This is an optimization exercise on Yosys and OpenROAD, whose aim is small area, a short achievable clock period and few clock cycles, not a production implementation.
Where RTL was checked, it was by simulation tests only, not by an equivalence proof against the original.
No activity file was given, so power comes from the tool's default toggle rates.

==> flow/design.v <==
package accum_pkg;
  localparam int unsigned NUM_ACC = 8;    
  localparam int unsigned ACC_W   = 32;
  localparam int unsigned OUT_W   = 64;   
  localparam int unsigned ADDR_W  = 3;
  localparam int unsigned LEN_W   = 16;   
  localparam logic [7:0] REG_CMD       = 8'h00;
  localparam logic [7:0] REG_ACCUM_LEN = 8'h04;
  localparam logic [7:0] REG_SCALE     = 8'h08;
  localparam logic [7:0] REG_SHIFT     = 8'h0C;
  localparam logic [7:0] REG_MODE      = 8'h10;
  localparam logic [7:0] REG_STATUS    = 8'h14;
  localparam logic [2:0] CMD_CLEAR     = 3'd1;
  localparam logic [2:0] CMD_ACCUM     = 3'd2;
  localparam logic [2:0] CMD_NORMQUANT = 3'd3;
  localparam logic [2:0] CMD_STREAMOUT = 3'd4;
  localparam logic MODE_8B  = 1'b0;
  localparam logic MODE_32B = 1'b1;
  typedef union packed {
    logic [OUT_W/8-1:0][7:0]           bytes;
    logic [OUT_W/ACC_W-1:0][ACC_W-1:0] words;
  } out_word_u;
endpackage
`timescale 1ns/1ps
module accum_top #(
  parameter int unsigned NumAcc = accum_pkg::NUM_ACC
) (
  input  logic                        clk_state,
  input  logic                        rst_ni,
  input  logic                        psel_i,
  input  logic                        penable_i,
  input  logic                        pwrite_i,
  input  logic [7:0]                  paddr_i,
  input  logic [31:0]                 pwdata_i,
  output logic [31:0]                 prdata_o,
  output logic                        pready_o,
  output logic                        pslverr_o,
  input  logic                        psum_valid_i,
  output logic                        psum_ready_o,
  input  logic [accum_pkg::ACC_W-1:0] psum_data_i,
  output logic                        out_valid_o,
  input  logic                        out_ready_i,
  output logic [accum_pkg::OUT_W-1:0] out_data_o,
  output logic                        done_o
);
  logic [15:0] len_q;
  logic [7:0]  scale_q;
  logic [7:0]  sm_q;          
  logic [7:0]  z_d;
  logic [4:0]  shift_q;
  logic        mode_q;
  logic [3:0]  mode_c;        
  logic [3:0]  wsel_q;        
  logic        s_wr;
  assign pready_o = 1'b1;
  assign s_wr     = psel_i & ~penable_i & pwrite_i;
  always_ff @(posedge clk_state or negedge rst_ni) begin
    if (!rst_ni) begin
      wsel_q  <= '0;
      len_q   <= '0;
      scale_q <= '0;
      sm_q    <= '0;
      shift_q <= '0;
      mode_q  <= 1'b0;
      mode_c  <= '0;
    end else begin
      wsel_q <= {s_wr & (paddr_i == accum_pkg::REG_MODE),
                 s_wr & (paddr_i == accum_pkg::REG_SHIFT),
                 s_wr & (paddr_i == accum_pkg::REG_SCALE),
                 s_wr & (paddr_i == accum_pkg::REG_ACCUM_LEN)};
      if (wsel_q[0]) len_q   <= pwdata_i[15:0];
      if (wsel_q[1]) scale_q <= pwdata_i[7:0];
      sm_q   <= (wsel_q[1] ? pwdata_i[7:0] : scale_q) & {8{~z_d[0]}};
      if (wsel_q[2]) shift_q <= pwdata_i[4:0];
      if (wsel_q[3]) mode_q  <= pwdata_i[0];
      mode_c <= wsel_q[3] ? {4{pwdata_i[0]}} : {mode_q, mode_c[3:1]};
    end
  end
  logic        acc_q;         
  logic        pend_q;        
  logic        busy_q;        
  logic        done_q;
  logic        err_q;
  logic [15:0] prd_q;
  logic [31:0] ring_q [8];
  logic [7:0]  z_q;
  logic        az_q;          
  logic [2:0]  hd_q;
  logic        acc_act_q;     
  logic [15:0] k_q;
  logic        rdy_q;
  logic        nq_act_q;      
  logic [3:0]  nq_cnt_q;
  logic        v2_q, v3_q;
  logic        so_act_q;      
  logic [1:0]  bc_q;
  logic        ov_q;
  logic [2:0] code;
  logic       is_clear, is_accum, is_nq, is_so, len0, imm;
  logic       clear_now, relabel;
  assign code      = pwdata_i[2:0];
  assign is_clear  = (code == accum_pkg::CMD_CLEAR);
  assign is_accum  = (code == accum_pkg::CMD_ACCUM);
  assign is_nq     = (code == accum_pkg::CMD_NORMQUANT);
  assign is_so     = (code == accum_pkg::CMD_STREAMOUT);
  assign len0      = (len_q == 16'd0);
  assign imm       = is_clear | (is_accum & len0);
  assign clear_now = acc_q & is_clear;
  assign relabel   = acc_q & is_accum & az_q;
  logic [31:0] head, nq_word;
  logic        hs, ohs;
  assign head = z_q[0] ? 32'h0 : ring_q[0];
  logic [15:0] k_inc;
  logic        acc_last, acc_fin;
  assign k_inc        = k_q + 16'd1;
  assign acc_last     = (k_inc == len_q);
  assign psum_ready_o = rdy_q;
  assign hs           = psum_valid_i & rdy_q;
  assign acc_fin      = hs & acc_last;
  logic [31:0] psum_q;
  logic [31:0] w6_d;
  logic        c32;
  assign {c32, w6_d} = {1'b0, ring_q[7]} + {1'b0, psum_q};
  logic        nq_issue, nq_fin;
  logic [39:0] sa_d, ca_d, p_q;
  logic [7:0]  sh_q, ch_q, ph_q;
  logic nq_start;
  assign nq_start = (s_setup & s_cmd & is_nq & ~busy_n) | (acc_q & is_nq & ~nq_act_q);
  assign nq_issue = nq_start | (nq_act_q & ~nq_cnt_q[3]);
  assign nq_fin   = nq_act_q & nq_cnt_q[3] & v2_q;
  always_comb begin
    logic [39:0] pp [9];
    logic [39:0] a0, b0, a1, b1, a2, b2, c0, d0, c1, d1, e0, f0;
    for (int j = 0; j < 8; j++) begin
      pp[j] = '0;
      for (int i = 0; i < 31; i++) pp[j][i+j] = sm_q[j] & ring_q[0][i];
      pp[j][31+j] = ~(sm_q[j] & ring_q[0][31]);
    end
    pp[7][39] = 1'b1;
    pp[0][31] = ~pp[0][31];
    pp[0][32] = ~pp[0][31];
    pp[8] = '0;
    a0 = pp[0] ^ pp[1] ^ pp[2];
    b0 = ((pp[0] & pp[1]) | (pp[0] & pp[2]) | (pp[1] & pp[2])) << 1;
    a1 = pp[3] ^ pp[4] ^ pp[5];
    b1 = ((pp[3] & pp[4]) | (pp[3] & pp[5]) | (pp[4] & pp[5])) << 1;
    a2 = pp[6] ^ pp[7] ^ pp[8];
    b2 = ((pp[6] & pp[7]) | (pp[6] & pp[8]) | (pp[7] & pp[8])) << 1;
    c0 = a0 ^ b0 ^ a1;
    d0 = ((a0 & b0) | (a0 & a1) | (b0 & a1)) << 1;
    c1 = b1 ^ a2 ^ b2;
    d1 = ((b1 & a2) | (b1 & b2) | (a2 & b2)) << 1;
    e0 = c0 ^ d0 ^ c1;
    f0 = ((c0 & d0) | (c0 & c1) | (d0 & c1)) << 1;
    sa_d = e0 ^ f0 ^ d1;
    ca_d = ((e0 & f0) | (e0 & d1) | (f0 & d1)) << 1;
  end
  logic [22:0] t1;
  logic [14:0] t2;
  logic [10:0] t3;
  logic [8:0]  t4;
  logic [7:0]  t5, clip;
  logic [31:0] thr, over;
  logic        ovf;
  assign p_q = {ph_q, ring_q[6]};
  assign t1 = shift_q[4] ? p_q[38:16] : p_q[22:0];
  assign t2 = shift_q[3] ? t1[22:8]   : t1[14:0];
  assign t3 = shift_q[2] ? t2[14:4]   : t2[10:0];
  assign t4 = shift_q[1] ? t3[10:2]   : t3[8:0];
  assign t5 = shift_q[0] ? t4[8:1]    : t4[7:0];
  always_comb begin
    for (int j = 0; j < 32; j++) begin
      thr[j]  = (j >= 32'(shift_q));
      over[j] = thr[j] & (p_q[j+7] ^ p_q[39]);
    end
  end
  assign ovf     = |over;
  assign clip    = ovf ? {p_q[39], {7{~p_q[39]}}} : t5;
  assign nq_word = {{24{clip[7]}}, clip};
  logic so_last;
  assign out_valid_o = ov_q;
  assign ohs         = ov_q & out_ready_i;
  assign so_last     = ~mode_q | (bc_q == 2'd3);
  always_comb begin
    for (int i = 0; i < 8; i++) begin
      out_data_o[8*i +: 8] = mode_c[i/2] ? ring_q[i/4][8*(i%4) +: 8] : ring_q[i][7:0];
    end
  end
  logic        run_done, busy_n, done_a, take_a;
  logic        s_setup, s_cmd, s_known, s_imm, s_acc, s_addr_ok;
  logic [4:0]  s_rsel;
  logic        acc_act_d, so_act_d;
  logic [2:0]  hd_d;
  logic [15:0] k_d;
  logic [1:0]  bc_d;
  assign run_done = (acc_act_q & acc_fin) | nq_fin | (so_act_q & ohs & so_last);
  assign busy_n  = busy_q & ~done_q;
  assign done_a  = run_done | pend_q;
  assign take_a  = ~busy_n | done_a;
  assign s_setup = psel_i & ~penable_i;
  assign s_cmd   = pwrite_i & (paddr_i == accum_pkg::REG_CMD);
  assign s_known = (code == accum_pkg::CMD_CLEAR) | (code == accum_pkg::CMD_ACCUM) |
                   (code == accum_pkg::CMD_NORMQUANT) | (code == accum_pkg::CMD_STREAMOUT);
  assign s_imm   = imm;
  assign s_acc   = s_setup & s_cmd & s_known & take_a;
  always_comb begin
    s_addr_ok = 1'b1;
    s_rsel    = '0;
    case (paddr_i)
      accum_pkg::REG_CMD:       ;
      accum_pkg::REG_ACCUM_LEN: s_rsel[0] = 1'b1;
      accum_pkg::REG_SCALE:     s_rsel[1] = 1'b1;
      accum_pkg::REG_SHIFT:     s_rsel[2] = 1'b1;
      accum_pkg::REG_MODE:      s_rsel[3] = 1'b1;
      accum_pkg::REG_STATUS:    s_rsel[4] = 1'b1;
      default:                  s_addr_ok = 1'b0;
    endcase
  end
  assign acc_act_d = (acc_q & is_accum & ~len0) | (acc_act_q & ~acc_fin);
  assign so_act_d  = (acc_q & is_so) | (so_act_q & ~(ohs & so_last));
  assign hd_d      = relabel ? 3'd0 : hd_q + 3'd1;
  assign k_d       = acc_q ? 16'd0 : (hs ? k_inc : k_q);
  assign bc_d      = acc_q ? 2'd0 : bc_q + {1'b0, ohs};
  assign z_d       = clear_now ? 8'hff : {1'b0, z_q[7], z_q[6] & ~v3_q, z_q[5:1]};
  always_ff @(posedge clk_state or negedge rst_ni) begin
    if (!rst_ni) begin
      acc_q     <= 1'b0;
      pend_q    <= 1'b0;
      busy_q    <= 1'b0;
      done_q    <= 1'b0;
      hd_q      <= '0;
      z_q       <= '1;
      az_q      <= 1'b1;
      acc_act_q <= 1'b0;
      rdy_q     <= 1'b0;
      nq_act_q  <= 1'b0;
      v2_q      <= 1'b0;
      v3_q      <= 1'b0;
      so_act_q  <= 1'b0;
      ov_q      <= 1'b0;
    end else begin
      acc_q     <= s_acc;
      pend_q    <= s_acc & s_imm & busy_n;
      done_q    <= done_a | (s_acc & s_imm & ~busy_n);
      busy_q    <= busy_n | (acc_q & (~imm | pend_q));
      hd_q      <= hd_d;
      z_q       <= z_d;
      az_q      <= clear_now | (az_q & ~hs & ~v3_q);
      acc_act_q <= acc_act_d;
      rdy_q     <= acc_act_d & (hd_d == k_d[2:0]);
      nq_act_q  <= nq_start | (nq_act_q & ~nq_fin);
      v2_q      <= nq_issue;
      v3_q      <= v2_q;
      so_act_q  <= so_act_d;
      ov_q      <= so_act_d & ~|z_d &
                   (mode_q ? (hd_d == {bc_d, 1'b0}) : (hd_d == 3'd0));
    end
  end
  always_ff @(posedge clk_state) begin
    err_q    <= ~s_addr_ok | (s_cmd & (~s_known | ~take_a));
    prd_q    <= ({16{s_rsel[0]}} & len_q) |
                ({16{s_rsel[1]}} & {8'h0, scale_q}) |
                ({16{s_rsel[2]}} & {11'h0, shift_q}) |
                ({16{s_rsel[3]}} & {15'h0, mode_q}) |
                ({16{s_rsel[4]}} & {8'(NumAcc), 7'h0, busy_n & ~done_a});
  end
  assign pslverr_o = err_q;
  assign prdata_o  = {16'h0, prd_q};
  assign done_o    = done_q;
  always_ff @(posedge clk_state) begin
    for (int i = 0; i < 8; i++) begin
      if (i == 7)      ring_q[i] <= nq_issue ? sa_d[31:0] : head;
      else if (i == 6) ring_q[i] <= w6_d;
      else if (i == 5) ring_q[i] <= v3_q ? nq_word : ring_q[6];
      else             ring_q[i] <= ring_q[i+1];
    end
    k_q    <= k_d;
    bc_q   <= bc_d;
    if (nq_start)      nq_cnt_q <= 4'd1;
    else if (nq_issue) nq_cnt_q <= nq_cnt_q + 4'd1;
    psum_q <= nq_issue ? ca_d[31:0] : (hs ? psum_data_i : 32'h0);
    sh_q   <= sa_d[39:32];
    ch_q   <= ca_d[39:32];
    ph_q   <= c32 ? sh_q + ch_q + 8'd1 : sh_q + ch_q;
  end
endmodule
Settings: LEC_CHECK=0, CAP_MARGIN=20, CORE_MARGIN=2, CORE_UTILIZATION=70, CTS_BUF_LIST=sky130_fd_sc_hd__clkbuf_8, SETUP_SLACK_MARGIN=5, SLEW_MARGIN=20; clock period 8.5 ns.
run.sh (not shown) runs the stock make flow with config.mk's settings and CLKGATE_MAP_FILE= SYNTH_SCRIPT=/design/flow/synth_recipe.tcl, a recipe that flattens the netlist after the stock synthesis.
Testbench counts at the start, summed over its fixed seeds: cycles 8,040.
Rerun with:
--- a/flow/design.v
+++ b/flow/design.v
@@ -136,10 +136,7 @@
       for (int i = 0; i < 31; i++) pp[j][i+j] = sm_q[j] & ring_q[0][i];
       pp[j][31+j] = ~(sm_q[j] & ring_q[0][31]);
     end
-    pp[7][39] = 1'b1;
-    pp[0][31] = ~pp[0][31];
-    pp[0][32] = ~pp[0][31];
-    pp[8] = '0;
+    pp[8] = 40'h80_8000_0000;
     a0 = pp[0] ^ pp[1] ^ pp[2];
     b0 = ((pp[0] & pp[1]) | (pp[0] & pp[2]) | (pp[1] & pp[2])) << 1;
     a1 = pp[3] ^ pp[4] ^ pp[5];
After rerunning: Combinational power rose to 7.3 times its value; final cell count rose by 2.0%; power rose by 61%; register-to-register slack is worse by 0.14 ns; sequential power rose by 48%; setup slack is better by 0.071 ns; hold slack is worse by 0.020 ns; utilization rose by 1.0 points; die area rose by 0.69%.
No functional check of the RTL was part of the second run of this note.

-- separate check: timing with driven ports --
How much do the figures lean on ideal ports? The routed layouts below were timed once more, with nothing changed but the port constraints.
Step 1 assumes that a clkbuf_16 drives the clock port and a buf_2 every other input.
Step 2 also shifts input and output timing later by t, the mid clock arrival at the registers, as if the neighbouring blocks saw the same clock.
a / b / c = ideal / step 1 / step 2; a / b = the first two.
run | t, ns | setup slack, ns | hold WS [ns] | worst setup path at the end
the first run | 0.685 | 4.877 / 4.829 / 4.383 | 0.324 / 0.324 / 0.324 | input to register
the second run | 0.667 | 4.949 / 4.897 / 4.435 | 0.304 / 0.304 / 0.304 | input to register
After both steps every run listed still meets setup and hold. The setup slack of the second run, which loses most, moves by -0.052 ns with the drivers and by -0.514 ns with both steps.
